What follows belongs to an exercise in optimizing a design on an open flow for small area, a short achievable clock period and few clock cycles per item; a production flow would make more cautious choices. Function was checked by simulation only, so behaviour that the tests miss may differ from the original. Power and IR drop assume default switching activity.

==> flow/design.v, too long to show whole: its modules and the start of the top module <==
// module dot9: 3074 lines
// module fa: 11 lines
// module hai: 10 lines
// module ha: 10 lines
// module cnn_top: 367 lines
module cnn_top
(
    input  logic        clk,
    input  logic        reset,
    input  logic        load_req,
    input  logic [15:0] load_cmd,        
    output logic        load_ack,
    input  logic        run_req,
    output logic        run_ack,
    output logic [81:0] result           
);
  // ...
==> flow/flow/run.sh <==
#!/bin/bash
# The standard layout, with timing repair aiming at 6.8 ns of setup slack
# against the design's 10 ns clock (a 3.2 ns critical path) instead of 0.
set -euo pipefail
bash standard.sh SETUP_SLACK_MARGIN=6.8 finish > standard_flow.log 2>&1
==> flow/standard.sh <==
#!/bin/bash
# synth_recipe.tcl (not shown) runs the flow's synth.tcl, then flattens the netlist and writes it again
# the make line also repeats each setting of config.mk as NAME=value (left out here)
make -C /OpenROAD-flow-scripts/flow DESIGN_CONFIG=/design/flow/config.mk WORK_HOME=/design/flow/orfs CLKGATE_MAP_FILE= SYNTH_SCRIPT=/design/flow/synth_recipe.tcl "${@:-finish}"
==> flow/config.mk <==
export PLATFORM = sky130hd
export DESIGN_NAME = cnn_top
export DESIGN_NICKNAME = cnn_top
export VERILOG_FILES = /design/flow/design.v
export SDC_FILE = /design/flow/constraint.sdc
export NUM_CORES = 4
export LEC_CHECK = 0
export CAP_MARGIN = 20
export CORE_MARGIN = 2
export CORE_UTILIZATION = 60
export CTS_CLUSTER_DIAMETER = 70
export CTS_CLUSTER_SIZE = 28
export SLEW_MARGIN = 20
export SYNTH_HIERARCHICAL = 1
export SYNTH_MINIMUM_KEEP_SIZE = 0
==> flow/constraint.sdc <==
create_clock -name core_clock -period 10.0 [get_ports {clk}]
set_input_delay 2.0000 -clock core_clock [delete_from_list [all_inputs] [get_ports {clk}]]
set_output_delay 2.0000 -clock core_clock [all_outputs]
set_load 0.01 [all_outputs]
==> summary.md, run 1 <==
| Metric | Value |
|---|---|
| Top cells by area, synth | dfxtp_1 41%, fa_1 19%, edfxtp_1 10% |
| CP most frequent cell | fa_2 |
| Status | no timing/DRC/antenna violations |
| Sink Count | 1,427 |
| DRT Pass-1 Iters | 8 |
| Hold path depth | 0 |
| Max_cap viols | 0 |
| Crit-path cells | and2_4, fa_1, fa_2, fa_2, fa_2, fa_1 |
| Commonest non-fill, non-tap cell in the layout | dfxtp_1 |
| Met2 usage | 47.86% |
| Post-synthesis mux area share | 10.39% |
| Post-synthesis async set-or-reset flop share | 2.523% |
| Clock share of power | 22.1% |
| Most frequent cells in the layout | 1,050 x dfxtp_1, 524 x nand2_1, 461 x mux2_2, 411 x fa_1, 197 x edfxtp_1 |
| Mapped cell area | 58,600 µm² |
| Area of the multi-input gates | 27,120 µm² |
| Multi-In Gates | 2,621 |
| R2R setup slack | 6650 ps |
| Largest regs | img x512, wts x288, scores x80 |
| Worst slew pin tran | 1013 ps |
| Die width | 316.5 µm |
| Synthesized flop and latch total | 1,427 |
| I/O pin count | 104 |
| P_comb | 5.38 mW |
| Worst hold start | img[191]$_DFF_P_ |
| Sequential Area | 31,240 µm² |
| CP Launch Point | opb[7]$_DFF_P_ |
| First-pass GRT wire length | 232,400 µm |
| Die area | 100,200 µm² |
| Overall power | 16.59 mW |
Testbench counts, summed over its fixed seeds: cycles 12,128, items 64.
==> inputs of run 2 (changes only) <==
==> flow/flow/run.sh (replaced) <==
#!/bin/bash
# The standard layout, with timing repair aiming at 6.7 ns of setup slack
# against the design's 10 ns clock (a 3.3 ns critical path) instead of 0.
set -euo pipefail
bash standard.sh SETUP_SLACK_MARGIN=6.7 finish > standard_flow.log 2>&1
--- a/flow/config.mk
+++ b/flow/config.mk
@@ -8,5 +8,5 @@
 export CAP_MARGIN = 20
 export CORE_MARGIN = 2
-export CORE_UTILIZATION = 60
+export CORE_UTILIZATION = 70
 export CTS_CLUSTER_DIAMETER = 70
 export CTS_CLUSTER_SIZE = 28
==> run 2 against run 1 <==
Compared with the run above:
- total power is 3.8% lower
- worst setup slack better by 52 ps
- still clean
- sequential power about the same
- hold slack got worse by 8.4 ps
- largest power group unchanged
- register-to-register slack better by 50 ps
- critical path type unchanged
- clock skew down 18 ps
- sequential share of layout area is 1.1 points higher
==> summary.md, run 2 <==
| Metric | Value |
|---|---|
| Leakage dissipation | 22.76 nW (was 23.24 nW) |
| Final TNS setup | 0 ps (unchanged) |
| Mapped cell area | 58,600 µm² (unchanged) |
| Clk slew on worst S/H paths | 120 ps (was 100 ps) |
| Worst hold margin | 310.8 ps (was 319.2 ps) |
| Avg Cell Area, Syn | 13.32 µm² (unchanged) |
| Final period util | 32.97% (was 33.49%) |
| Commonest non-fill, non-tap cell in the layout | dfxtp_1 (unchanged) |
| Synth area leader | dfxtp_1 (unchanged) |
| CTS Buffer Depth | 3 (unchanged) |
| Synthesized flop and latch total | 1,427 (unchanged) |
| Wire per inst | 27.83 µm (was 27.38 µm) |
| Post-synthesis async set-or-reset flop share | 2.523% (unchanged) |
| Skew final | 31.21 ps (was 49.29 ps) |
| Worst hold path type | reg2reg (unchanged) |
| Combinational power share | 32.7% (was 32.4%) |
| Port bufs | 103 (unchanged) |
| TritonCTS Buffers | 67 (was 75) |
| Die width | 293.3 µm (was 316.5 µm) |
| Mapped Cells | 4,401 (unchanged) |
| Worst slew pin tran | 1068 ps (was 1013 ps) |
| Most numerous cell in the Yosys netlist | dfxtp_1 (unchanged) |
| Top_reg_cell synth | dfxtp_1 (unchanged) |
| Largest net degree at the start of global routing | 76 (was 81) |
| Finish-stage setup viols | 0 (unchanged) |
| Die area | 86,050 µm² (was 100,200 µm²) |
| Max-slew violations | 0 (unchanged) |
| Remaining DRCs | 0 (unchanged) |
| Root Driver | clkbuf_16 (unchanged) |
| GR Util All Layers | 36.39% (was 32.02%) |
| First-pass GRT wire length | 228,900 µm (was 232,400 µm) |
| Vias/cell | 6.286 (was 5.905) |
| Worst EP required | 10,540 ps (was 10,550 ps) |
| CP Max Fanout | 8 (was 7) |
| Area Growth Syn to Fin | 7.577% (was 9.979%) |
| Fraction of layout cells with a size suffix above 1 | 21.19% (was 25.41%) |
| Library cells used by synthesis | 89 (unchanged) |
| Worst Setup Start Kind | flop (unchanged) |
| RSZ-0062 raised after global routing | true (unchanged) |
| R2R Path Start | opb[20]$_DFF_P_ (was opb[7]$_DFF_P_) |
| Top cells by area, synth | dfxtp_1 41%, fa_1 19%, edfxtp_1 10% (unchanged) |
| Peak Freq | 303.3 MHz (was 298.6 MHz) |
| Worst hold start | img[174]$_DFF_P_ (was img[191]$_DFF_P_) |
| DP HPWL | 115,500 µm (was 118,500 µm) |
| Sequential power share | 47.2% (was 45.5%) |
| Die outline height | 293.3 µm (was 316.5 µm) |
| Max_cap viols | 0 (unchanged) |
| Initial antenna violation count | 11 (was 10) |
| Arr. time, crit path | 3830 ps (was 3900 ps) |
| Sw Pwr | 5.853 mW (was 6.105 mW) |
| Post-synthesis sequential area ratio | 52.42% (unchanged) |
| Ys Warns | 14 (unchanged) |
| Largest regs | img x512, wts x288, scores x80 (unchanged) |
| Crit. End Element | flop (unchanged) |
| EDFF count, synth | 197 (unchanged) |
| ANT nets after route | 0 (unchanged) |
| WL final | 154,100 µm (was 158,400 µm) |
| Final Hold Vio Count | 0 (unchanged) |
| Vias | 34.81k (was 34.16k) |
| GRT overflow | 0 (unchanged) |
| Most frequent cells in the layout | 1,050 x dfxtp_1, 551 x nand2_1, 510 x fa_1, 461 x mux2_2, 197 x edfxtp_1 (was 1,050 x dfxtp_1, 524 x nand2_1, 461 x mux2_2, 411 x fa_1, 197 x edfxtp_1) |
| CTS H-Tree Depth | 3 (unchanged) |
| Design internal power | 10.11 mW (was 10.48 mW) |
| Clock share of power | 20.1% (was 22.1%) |
| Max FFs per register | 512 (unchanged) |
| DRT Pass-1 Iters | 11 (was 8) |
| Worst-Skew Late Latency | 670 ps (was 700 ps) |
| Max_slew headroom | 28.81% (was 32.49%) |
| Most frequent cells after synthesis | 1,194 x dfxtp_1, 558 x nand2_1, 552 x fa_1 (unchanged) |
| Starting density of the core | 70.36% (was 60.60%) |
| PwrDens | 253.1 nW/µm² (was 257.4 nW/µm²) |
| Initial DRC Count | 3,789 (was 3,876) |
| Sw Share | 36.68% (was 36.80%) |
| Sink Count | 1,427 (unchanged) |
| CP Launch Point | opb[20]$_DFF_P_ (was opb[7]$_DFF_P_) |
| Core box area | 83,290 µm² (was 96,710 µm²) |
| Top-area cell type share of the netlist area | 40.79% (unchanged) |
| Biggest register | img (unchanged) |
| Status | no timing/DRC/antenna violations (unchanged) |
| TritonCTS clock tree | built (unchanged) |
| Nets | 5,098 (was 5,131) |
| Maximum vdd drop | 0.2287 mV (was 0.2118 mV) |
| Rows | 106 (was 114) |
| Vias in the first global route | 35.90k (was 34.75k) |
| Clock period minus worst slack | 3297 ps (was 3349 ps) |
| Crit Path Class | reg2reg (unchanged) |
| Layout fillers | 5,319 (was 7,125) |
| I/O pin count | 104 (unchanged) |
| RD Place Congestion | 1.022 (was 0.9964) |
-- run 2: stage by stage --
stage                     area [µm²]  std cells  worst slack, ps  util [%]  power [mW]
final                          63040       5537             6703     75.69       15.96
after global routing           63030       5534             6661     75.68       16.80
after CTS                      62760       5518             6700     75.36       15.81
after detailed placement       60430       5407             6057     72.56       12.62
after global placement         60410       5406             6024     72.53       12.39
after floorplan                58620       4405             6724         -       10.62
-- run 2: per-module statistics from Yosys, one instance, submodules excluded --
module,cells,flops+latches,cell area (µm²)
hai,5,0,27.53
dot9,877,122,5824
cnn_top,2950,1305,41650
fa,1,0,20.02
-- run 2: power groups by stage --
| stage | logic [mW] | registers (mW) | clock network (mW) |
|---|---|---|---|
| floorplan | 3.57 | 7.05 | 0 |
| global placement | 4.81 | 7.58 | 0 |
| detailed placement | 5.03 | 7.59 | 0 |
| CTS | 5.06 | 7.50 | 3.25 |
| global route | 5.78 | 7.58 | 3.44 |
| finish | 5.22 | 7.54 | 3.21 |
-- run 2: logic make-up after synthesis --
| logic type | Yosys count | synth area share (%) |
|---|---|---|
| AOI/OAI and AO/OA | 393 | 5.086 |
| xor gates and xnor gates | 20 | 0.3736 |
| adders and majority gates | 664 | 21.25 |
| buffers and inverters | 357 | 2.297 |
| DFF | 1427 | 52.42 |
| muxes | 549 | 10.39 |
| other | 1 | 0.006399 |
| and+or+nand+nor | 990 | 8.175 |
-- run 2: routing by layer --
| layer | part of all wire (%) | wire [µm] | vias up | GRT usage, % |
|---|---|---|---|---|
| li1 | - | - | 14950 | - |
| met1 | 39 | 60260 | 17550 | 48.73 |
| met2 | 44 | 68240 | 1872 | 54.77 |
| met3 | 11 | 16580 | 431 | 10.42 |
| met4 | 5.8 | 8960 | 8 | 18.27 |
| met5 | 0.032 | 50 | - | 0 |
-- run 2: area by class of cell --
class | count | area, µm² | share of cell area, %
flip-flops and latches | 1427 | 31230 | 49.54
multi-input cells | 2621 | 26750 | 42.43
well taps | 1080 | 1351 | 2.144
inverters | 153 | 574.3 | 0.9110
clock inverters | 22 | 305.3 | 0.4843
clock buffers | 87 | 1794 | 2.846
diodes | 3 | 7.507 | 0.01191
repair buffers | 144 | 1031 | 1.635
-- run 2: final timing paths --
| kind | to | slack [ps] | depth (start not counted) |
|---|---|---|---|
| min in group asynchronous | dv[1]$_DFF_PN0_ | 1490 | 1 |
| worst min register to register | img[166]$_DFF_P_ | 310 | 0 |
| worst max register to register | u_dot9.q1_26$_DFF_P_ | 6700 | 6 |
| worst max-delay path | u_dot9.q1_26$_DFF_P_ | 6700 | 6 |
| max in group asynchronous | dsel$_DFFE_PN0P_ | 7780 | 1 |
| worst min-delay path | img[166]$_DFF_P_ | 310 | 0 |
-- run 2: timing repair --
action,4_1_cts,5_1_grt
pin swaps,5,72
hold buffers,0,0
gates resized for setup,446,173
hold endpoints to repair,0,0
endpoints found under the setup margin,156,126
setup buffers,2,16
-- run 2: critical path: stages (launching register included) --
cell and delay [ps]:
dfxtp_4 460, nand2_1 110, fa_1 520, fa_1 470, fa_2 670, fa_1 460
fa_1 490
==> inputs of run 3 (changes only) <==
--- a/flow/config.mk
+++ b/flow/config.mk
@@ -8,7 +8,7 @@
 export CAP_MARGIN = 20
 export CORE_MARGIN = 2
-export CORE_UTILIZATION = 70
-export CTS_CLUSTER_DIAMETER = 70
-export CTS_CLUSTER_SIZE = 28
+export CORE_UTILIZATION = 75
+export CTS_CLUSTER_DIAMETER = 65
+export CTS_CLUSTER_SIZE = 26
 export SLEW_MARGIN = 20
 export SYNTH_HIERARCHICAL = 1
==> run 3 against run 2 <==
Compared with the run above:
- via count increased by 2.7%
- non-clock buffer count decreased by 4
- final cell count decreased by 0.45%
- still clean on timing, DRC and antenna
- clock power increased by 9.3%
- highest routed layer unchanged
- synthesized area unchanged
==> summary.md, run 3 <==
| Metric | Value |
|---|---|
| Status | no timing/DRC/antenna violations (unchanged) |
| Avg Cell Area, Syn | 13.32 µm² (unchanged) |
| Crit. End Element | flop (unchanged) |
| Die area | 80,390 µm² (was 86,050 µm²) |
| FF-to-FF End | u_dot9.q1_61$_DFF_P_ (was u_dot9.q1_26$_DFF_P_) |
| Top-area cell type share of the netlist area | 40.79% (unchanged) |
| Worst hold margin | 320.9 ps (was 310.8 ps) |
| Initial antenna violation count | 9 (was 11) |
| Starting density of the core | 75.65% (was 70.36%) |
| Clock share of power | 21.2% (was 20.1%) |
| Synthesized flop and latch total | 1,427 (unchanged) |
| Worst Setup Start Kind | flop (unchanged) |
| CP Launch Point | opa[11]$_DFF_P_ (was opb[20]$_DFF_P_) |
| RD Place Congestion | 1.008 (was 1.022) |
| Mapped Cells | 4,401 (unchanged) |
| Worst hold start | wts[260]$_DFF_P_ (was img[174]$_DFF_P_) |
| Root Driver | clkbuf_16 (unchanged) |
| Placed cells | 5,366 (was 5,407) |
| Synth area leader | dfxtp_1 (unchanged) |
| Final period util | 33.13% (was 32.97%) |
| Port bufs | 103 (unchanged) |
| GRT overflow | 0 (unchanged) |
| Ys Warns | 14 (unchanged) |
| Area post-placement | 60,370 µm² (was 60,430 µm²) |
| Vias in the first global route | 37.55k (was 35.90k) |
| WL final | 159,100 µm (was 154,100 µm) |
| Hold path depth | 0 (unchanged) |
| Final TNS setup | 0 ps (unchanged) |
| Initial DRC Count | 5,117 (was 3,789) |
| Nets | 5,102 (was 5,098) |
| Arr. time, crit path | 3840 ps (was 3830 ps) |
| CTS H-Tree Depth | 3 (unchanged) |
| Fraction of layout cells with a size suffix above 1 | 21.72% (was 21.19%) |
| Combinational power share | 33.1% (was 32.7%) |
| Mapped cell area | 58,600 µm² (unchanged) |
| Vias | 35.75k (was 34.81k) |
| Sw Share | 37.30% (was 36.68%) |
| Largest regs | img x512, wts x288, scores x80 (unchanged) |
| Final Hold Vio Count | 0 (unchanged) |
| Leakage dissipation | 22.91 nW (was 22.76 nW) |
| Worst hold path type | reg2reg (unchanged) |
| EDFF count, synth | 197 (unchanged) |
| R2R setup slack | 6690 ps (was 6700 ps) |
| Sink Count | 1,427 (unchanged) |
| Clk slew on worst S/H paths | 100 ps (was 120 ps) |
| Post-synthesis async set-or-reset flop share | 2.523% (unchanged) |
| Max_cap viols | 0 (unchanged) |
| Design Area, Final | 63,330 µm² (was 63,040 µm²) |
| Biggest register | img (unchanged) |
| ANT nets after route | 0 (unchanged) |
| Vias/cell | 6.485 (was 6.286) |
| TritonCTS Buffers | 75 (was 67) |
| DRT Pass-1 Iters | 11 (unchanged) |
| Maximum vdd drop | 0.2251 mV (was 0.2287 mV) |
| Rows | 102 (was 106) |
| Top cells by area, synth | dfxtp_1 41%, fa_1 19%, edfxtp_1 10% (unchanged) |
| Crit Path Class | reg2reg (unchanged) |
| Design internal power | 10.36 mW (was 10.11 mW) |
| Skew final | 28.87 ps (was 31.21 ps) |
| TritonCTS clock tree | built (unchanged) |
| First-pass GRT wire length | 236,500 µm (was 228,900 µm) |
| Peak Freq | 301.9 MHz (was 303.3 MHz) |
| Clock period minus worst slack | 3313 ps (was 3297 ps) |
| Most frequent cells in the layout | 1,050 x dfxtp_1, 545 x nand2_1, 509 x fa_1, 461 x mux2_2, 197 x edfxtp_1 (was 1,050 x dfxtp_1, 551 x nand2_1, 510 x fa_1, 461 x mux2_2, 197 x edfxtp_1) |
| Worst-Skew Late Latency | 680 ps (was 670 ps) |
| Reg2reg path depth | 6 (unchanged) |
| Library cells used by synthesis | 89 (unchanged) |
| RSZ-0062 raised after global routing | true (unchanged) |
| Die width | 283.5 µm (was 293.3 µm) |
| Most frequent cells after synthesis | 1,194 x dfxtp_1, 558 x nand2_1, 552 x fa_1 (unchanged) |
| Finish-stage setup viols | 0 (unchanged) |
| I/O pin count | 104 (unchanged) |
| Layout fillers | 4,241 (was 5,319) |
| Sequential power share | 45.7% (was 47.2%) |
| Cell Count, Final, Fillers Out | 5,512 (was 5,537) |
| Commonest non-fill, non-tap cell in the layout | dfxtp_1 (unchanged) |
| Hold_buf cts | 0 (unchanged) |
| Sw Pwr | 6.160 mW (was 5.853 mW) |
| Most numerous cell in the Yosys netlist | dfxtp_1 (unchanged) |
| Worst slew pin tran | 1075 ps (was 1068 ps) |
| Top_reg_cell synth | dfxtp_1 (unchanged) |
| Final Util | 81.75% (was 75.69%) |
| PwrDens | 260.8 nW/µm² (was 253.1 nW/µm²) |
| GR Util All Layers | 39.88% (was 36.39%) |
| Die outline height | 283.5 µm (was 293.3 µm) |
| DP HPWL | 114,900 µm (was 115,500 µm) |
| Hold endpoint | wts[188]$_DFF_P_ (was img[166]$_DFF_P_) |
| Worst EP required | 10,530 ps (was 10,540 ps) |
| Max FFs per register | 512 (unchanged) |
| Post-synthesis sequential area ratio | 52.42% (unchanged) |
| Remaining DRCs | 0 (unchanged) |
| Max_slew headroom | 28.31% (was 28.81%) |
| Wire per inst | 28.87 µm (was 27.83 µm) |
| CP Max Fanout | 8 (unchanged) |
| Largest net degree at the start of global routing | 81 (was 76) |
| Core box area | 77,470 µm² (was 83,290 µm²) |
| CTS Buffer Depth | 3 (unchanged) |
| R2R Path Start | opa[11]$_DFF_P_ (was opb[20]$_DFF_P_) |
| Area Growth Syn to Fin | 8.073% (was 7.577%) |
| Max-slew violations | 0 (unchanged) |
## run 3: cell counts after synthesis
Identical to the previous run, type by type.
## run 3: routing by layer
layer	wire length [µm]	part of all wire, %	vias to the layer above	track usage [%]
li1	-	-	14980	-
met1	58630	37	17860	51.90
met2	72460	46	2358	61.90
met3	18540	12	550	11.66
met4	9427	5.9	8	19.66
met5	71	0.045	-	0
## run 3: critical path: stages (launching register included)
cell	delay, ps
dfxtp_4	390
and2_1	180
fa_1	440
fa_2	660
fa_1	470
fa_1	520
fa_1	510
## run 3: area by class of cell
class	count	area [µm²]	area share, %
well taps	1040	1301	2.055
repair buffers	140	1008	1.592
multi-input cells	2621	26780	42.28
flip-flops and latches	1427	31220	49.30
clock buffers	95	1962	3.098
diodes	2	5.005	0.007902
clock inverters	34	481.7	0.7606
inverters	153	574.3	0.9068
## run 3: worst max path at each step
| stage | end | slack (ps) | cells after the start |
|---|---|---|---|
| 2_1_floorplan | w_k[1]$_SDFFCE_PP0N_ | 6720 | 5 |
| 4_1_cts | img[264]$_DFF_P_ | 6650 | 8 |
| 3_3_place_gp | w_k[1]$_SDFFCE_PP0N_ | 6030 | 5 |
| 5_1_grt | u_dot9.q1_53$_DFF_P_ | 6640 | 7 |
| 6_report | u_dot9.q1_61$_DFF_P_ | 6690 | 6 |
| 3_5_place_dp | w_k[1]$_SDFFCE_PP0N_ | 6080 | 5 |
## run 3: modules after synthesis (local to each module, per instance)
module / cells / times used / flip-flops and latches
fa: 1 / 549 / 0
cnn_top: 2950 / 1 / 1305
dot9: 877 / 1 / 122
hai: 5 / 5 / 0
## run 3: cells by family (layout without fill, tap and decap cells)
family	Yosys count	after routing	share of synthesized area, %
simple gates	990	990	8.175
compound gates	393	393	5.086
mux	549	549	10.39
xor+xnor	20	20	0.3736
fa+ha+maj	664	664	21.25
flops	1427	1427	52.42
buf+inv	357	422	2.297
other cells	1	7	0.006399
## run 3: through the flow
stage,total power [mW],setup slack (ps)
after floorplan,10.62,6724
after global placement,12.35,6032
after detailed placement,12.67,6083
after CTS,16.19,6648
after global routing,17.24,6642
final,16.52,6687
## run 3: power groups by stage
stage	Clock, mW	Combinational [mW]	Sequential [mW]
2_1_floorplan	0	3.57	7.05
3_3_place_gp	0	4.79	7.55
3_5_place_dp	0	5.09	7.58
4_1_cts	3.52	5.18	7.49
5_1_grt	3.72	5.95	7.58
6_report	3.51	5.46	7.54
## run 3: timing repair
action,CTS,global route
endpoints found under the setup margin,172,112
buffers inserted,2,13
gates resized for setup,460,177
pin swaps,6,89
endpoints found under the hold margin,0,0

-- port drivers added, routing unchanged --
In the flow no input, the clock included, has a driving cell. The finished layouts below were timed again as built, in two steps. Step 1 (the two cells are an assumption about what drives the block):
set clk [get_ports {clk}]
set_driving_cell -lib_cell sky130_fd_sc_hd__clkbuf_16 $clk
set_driving_cell -lib_cell sky130_fd_sc_hd__buf_2 [delete_from_list [all_inputs] $clk]
Step 2 also shifts input and output timing later by t, the mid clock arrival at the registers, as if the neighbouring blocks saw the same clock. a / b / c = ideal / step 1 / step 2; a / b = the first two.
| run | shift t [ns] | setup slack, ns | worst hold slack (ns) | clock arrival spread, ns | worst slew at a driven data input, ns |
|---|---|---|---|---|---|
| run 1 | 0.757 | 6.651 / 6.651 / 6.219 | 0.319 / 0.319 / 0.319 | 0.052 / 0.052 | 0.05 |
| run 2 | 0.730 | 6.703 / 6.649 / 6.179 | 0.311 / 0.311 / 0.311 | 0.034 / 0.034 | 0.04 |
| run 3 | 0.730 | 6.687 / 6.648 / 6.239 | 0.321 / 0.321 / 0.321 | 0.031 / 0.032 | 0.04 |
After both steps every run listed still meets setup and hold. The setup slack of run 2, which loses most, moves by -0.054 ns with the drivers and by -0.524 ns with both steps.
